From an optimization exercise on the open Yosys and OpenROAD flow, aimed at small area, a short achievable clock period and few clock cycles; shortcuts taken in it are not production practice.
Function was not checked in any run shown here: the RTL went through the layout flow alone.

==> flow/design.v (outline; a module is shown in full before it is edited, if it fits) <==
// module stick_radial_dead_zone: 2177 lines
// module srdz_sumsq: 1453 lines
// module srdz_mulabs: 1273 lines
module stick_radial_dead_zone #(
    parameter int SAMPLE_BITS = 16
) (
    input  logic                            aclk,
    input  logic                            aresetn,
    input  logic                            cfg_we,
    input  logic [srdz_pkg::DEAD_W-1:0]     cfg_wdata,    
    input  logic                            s_tvalid,
    output logic                            s_tready,
    input  logic [2*srdz_pkg::DATA_W-1:0]   s_tdata,      
    output logic                            m_tvalid,
    input  logic                            m_tready,
    output logic [2*srdz_pkg::DATA_W-1:0]   m_tdata,      
    output logic [0:0]                      m_tuser       
);
  // ...
==> flow/run.sh <==
#!/bin/bash
# synth_recipe.tcl (not shown) runs the flow's synth.tcl, then flattens the netlist and writes it again
# the make line also repeats each setting of config.mk as NAME=value (left out here)
make -C /OpenROAD-flow-scripts/flow DESIGN_CONFIG=/design/flow/config.mk WORK_HOME=/design/flow/orfs CLKGATE_MAP_FILE= SYNTH_SCRIPT=/design/flow/synth_recipe.tcl finish
==> flow/config.mk <==
export PLATFORM = sky130hd
export DESIGN_NAME = stick_radial_dead_zone
export DESIGN_NICKNAME = stick_radial_dead_zone
export VERILOG_FILES = /design/flow/design.v
export SDC_FILE = /design/flow/constraint.sdc
export NUM_CORES = 4
export LEC_CHECK = 0
export ABC_AREA = 1
export CAP_MARGIN = 20
export CORE_MARGIN = 2
export CORE_UTILIZATION = 40
export SETUP_SLACK_MARGIN = 2.5
export SLEW_MARGIN = 20
==> flow/constraint.sdc <==
create_clock -name core_clock -period 8.0 [get_ports {aclk}]
set_input_delay 1.6000 -clock core_clock [delete_from_list [all_inputs] [get_ports {aclk}]]
set_output_delay 1.6000 -clock core_clock [all_outputs]
set_load 0.01 [all_outputs]
==> flow_summary_export.csv, run 1 <==
group,metric,value,unit
layout,sh_seq_area,0.414,
synthesis,synth_top_area_frac,0.454,
worst_setup_path,arrival,6.00,ns
timing,finalHoldViolCount,0,
synthesis,ys.flop_type,"edfxtp_1",
synthesis,netlist_area,128000,sq um
worst_setup_path,r2r_setup_slack,2.66,ns
clock_tree,clockBufferDepth,4,
worst_setup_path,path_class,"register to register",
timing,period_needed,5.34,ns
die,coreArea,319000,sq um
place,post_dp_cell_area,134000,sq um
clock_tree,cts_tree,"yes",
routing,met3_length,12.3,mm
die,start_util,0.403,
worst_setup_path,path_buf_inv,5,
hold_path,hold_end,"nden_s7[15]$_DFF_P_",
status,outcome,"complete, no violations",
worst_setup_path,critical-path-top-delay-family,"compound AO/OA/AOI/OAI gates",
timing,setup_violations,0,
worst_setup_path,critPathCaptureType,"register",
layout,inverters_excl_clock,2049,
die,fp.dieW,570,um
worst_setup_path,r2r_start,"p5_r12[10]$_DFFE_PN_",
layout,nClkBuffers,276,
synthesis,yosysMostFrequentCell,"nand2_1",
hold_path,min_from,"nden[15]$_DFF_P_",
hold_path,min_path_type,"register to register",
global_route,antenna_found_initial,10,
run,drv_cap,0,
timing,hold-worst-slack,0.316,ns
worst_setup_path,cp-endpoint,"p6_R15[0]$_DFFE_PN_",
timing,rsz0062_at_grt,"yes",
place,gp_congestion,0.886,
synthesis,ys_seq_elements,2012,
synthesis,synth.top_cells.by_count,"nand2_1, inv_1, edfxtp_1",
layout,ff_latch_area,59700,sq um
worst_setup_path,critPathLaunch,"p5_r12[10]$_DFFE_PN_",
synthesis,yosysWarnings,1,
==> run 2: changes to the inputs <==
--- a/flow/config.mk
+++ b/flow/config.mk
@@ -10,4 +10,4 @@
 export CORE_MARGIN = 2
 export CORE_UTILIZATION = 40
-export SETUP_SLACK_MARGIN = 2.5
+export SETUP_SLACK_MARGIN = 3.5
 export SLEW_MARGIN = 20
==> run 2 against run 1 <==
  * Still clean
  * Clock skew is 0.00080 ns lower
  * First-iteration DRC count is 16% higher
  * Maximum frequency grew 8.9%
  * Worst hold slack better by 0.0084 ns
  * Final area is 13% higher
  * Final cell count increased by 6.2%
==> flow_summary_export.csv, run 2 <==
group,metric,value,unit
hold_path,min_path_type,"register to register",
worst_setup_path,arrival,5.53,ns
timing,worst_pin_slew,1.18,ns
global_route,antenna_found_initial,9,
global_route,grt_pass1_wl,507,mm
routing,viasPerCell,5.08,
layout,top_regs,"p1_ss: 31 flops, p1_sc: 30 flops",
synthesis,netlist_area,128000,sq um
hold_path,min_path_cells,0,
synthesis,yosysSeqAreaShare,0.465,
synthesis,syn_inst,12900,
routing,dr.pass1.iters,6,
worst_setup_path,critPathCaptureType,"register",
synthesis,syn-num-nets,14600,
die,die_h,570,um
layout,top_register,"p1_ss",
layout,nets,15900,
clock_tree,h-tree-depth,4,
timing,finalCritPeriodShare,0.612,
routing,wl_per_cell,18.0,um
synthesis,yosysMostFrequentCell,"nand2_1",
synthesis,synth-edff-count,1938,
global_route,grt_usage,0.196,
routing,ant_nets,0,
synthesis,ys_async_sr_fraction,0,
synthesis,synthTopCellsByArea,"edfxtp_1, ha_1, fa_1",
worst_setup_path,cpMostUsedCell,"buf_4",
global_route,first_global_vias,92400,
synthesis,yosysUniqueCellTypes,70,
clock_tree,clk_pin_slew,0.06,ns
routing,wirelength,336,mm
hold_path,min_from,"nden[12]$_DFF_P_",
synthesis,ys.flop_type,"edfxtp_1",
layout,layout_common_cells,"nand2_1, edfxtp_1, inv_1",
status,outcome,"complete, no violations",
timing,skew,0.101,ns
place,gp_congestion,0.886,
timing,setup_violations,0,
place,numPortBuffers,86,
synthesis,synth.top_cells.by_count,"nand2_1, inv_1, edfxtp_1",
die,fp.dieW,570,um
worst_setup_path,crit_fanout,3,
layout,fillerInstances,27700,
worst_setup_path,r2r_start,"p16_pxc[0]$_DFFE_PN_",
timing,fmax,204,MHz
timing,max_slew_margin,0.208,
run,drv_cap,0,
worst_setup_path,r2r_setup_slack,3.10,ns
worst_setup_path,max_stage_delay,0.38,ns
worst_setup_path,reg2reg_to,"p17_XA1[6]$_DFFE_PN_",
worst_setup_path,critPathLaunch,"p16_pxc[0]$_DFFE_PN_",
synthesis,synth_top_area_frac,0.454,
routing,drt_first_iter_violations,7254,
die,start_util,0.403,
clock_tree,root_buffer,"clkbuf_16",
die,dieArea,325000,sq um
clock_tree,cts_tree,"yes",
layout,largest_register_ffs,31,
timing,rsz0062_at_grt,"yes",
routing,drc,0,
synthesis,ys_seq_elements,2012,
synthesis,avgSynthCellArea,9.93,sq um
layout,drive_above_1_share,0.242,
place,hpwl,215,mm
synthesis,synth_top_area_cell,"edfxtp_1",
timing,period_needed,4.90,ns
clock_tree,cts_made_buffers,223,
worst_setup_path,r2r_cells,33,
timing,fin_tns_setup,0,ns
die,coreArea,319000,sq um
routing,routed-via-count,94700,
worst_setup_path,path_class,"register to register",
die,num_rows,207,
worst_setup_path,cp-start-kind,"register",
clock_tree,clockBufferDepth,4,
global_route,grt_start_max_net_pins,180,
layout,layout_commonest_cell,"nand2_1",
worst_setup_path,cp-endpoint,"p17_XA1[6]$_DFFE_PN_",
die,ioPinCount,87,
synthesis,yosysWarnings,1,
timing,finalHoldViolCount,0,
clock_tree,insertion_delay,0.93,ns
timing,drv_slew,0,
worst_setup_path,cp_slowest_cell,"edfxtp_1",
worst_setup_path,cp.required,8.63,ns
global_route,overflow,0,
layout,area_growth,26.4,%
clock_tree,cts_sinks,2012,
[run 2: routing by layer]
metal  track usage  share of wire
met1         0.255           0.42
met2         0.337           0.49
met3        0.0207          0.049
met4        0.0683          0.039
met5             0              0
[run 2: cell families after synthesis]
family,after synthesis,synth area share
AO/OA/AOI/OAI,1910,0.0833
multiplexers,10,0.000858
AND/OR/NAND/NOR,4308,0.138
XOR/XNOR,719,0.0491
flip-flops,2012,0.465
buffers and inverters,2334,0.0694
adder cells (fa/ha/maj),1623,0.194
[run 2: cell type report]
class / count / area, sq um / area share
Timing Repair Buffer: 1352 / 12000 / 0.0743
Inverter: 2043 / 7920 / 0.0488
Sequential cell: 2012 / 59700 / 0.368
Timing Repair inverter: 11 / 88.8 / 0.000548
Antenna cell: 3 / 7.51 / 0.0000463
Tap cell: 4180 / 5230 / 0.0322
Clock buffer: 276 / 5960 / 0.0367
Clock inverter: 134 / 1490 / 0.00918
Multi-Input combinational cell: 8621 / 69700 / 0.430
[run 2: what timing repair did]
action                                  4_1_cts  5_1_grt
pin swaps                                   433      699
cloned                                       73       16
endpoints found under the hold margin         0        0
setup buffers                               745      401
gates resized for setup                    1506     1165
hold buffers                                  0        0
endpoints found under the setup margin      468      444
[run 2: how the worst min path moves through the flow]
stage | slack, ns | endpoint
after floorplan | 0.31 | nden_s7[0]$_DFF_P_
after global placement | 0.31 | nden_s7[13]$_DFF_P_
after detailed placement | 0.31 | nden_s7[0]$_DFF_P_
after CTS | 0.32 | nden_s7[15]$_DFF_P_
after global routing | 0.33 | nden_s7[13]$_DFF_P_
final | 0.32 | nden_s7[12]$_DFF_P_
[run 2: critical path: cells and delay by family, from the launching register on]
family / cells / cell delay (ns)
XOR/XNOR: 2 / 0.30
buffers and inverters: 14 / 1.57
flip-flops: 1 / 0.38
adder cells (fa/ha/maj): 4 / 0.90
AND/OR/NAND/NOR: 7 / 0.60
AO/OA/AOI/OAI: 6 / 0.88
[run 2: metrics by stage]
step,util,hold WS (ns),setup WS (ns),cell area (sq um),instances
6_report,0.509,0.324,3.10,162000,18600
5_1_grt,0.509,0.326,2.91,162000,18600
4_1_cts,0.484,0.315,3.16,154000,18200
3_5_place_dp,0.421,0.312,1.38,134000,17000
3_3_place_gp,0.421,0.310,1.49,134000,17000
2_1_floorplan,-,0.310,1.51,128000,12900

-- separate check: timing with driven ports --
How much do the figures lean on ideal ports? The routed layouts below were timed once more, with nothing changed but the port constraints. Step 1, drivers: a clkbuf_16 drives aclk and a buf_2 each remaining input, both assumed. Step 2 also shifts input and output timing later by t, the mid clock arrival at the registers, as if the neighbouring blocks saw the same clock. Three values: ideal, step 1, step 2; two values: the first two.
run	t, ns	slack for setup (ns)	hold slack, ns	worst setup path after step 2	pins driven straight from the clock port
run 1	0.965	2.664 / 2.664 / 2.664	0.316 / 0.316 / 0.316	register to register	1
run 2	0.967	3.101 / 3.101 / 3.101	0.324 / 0.324 / 0.324	register to register	1
After both steps every run listed still meets setup and hold.
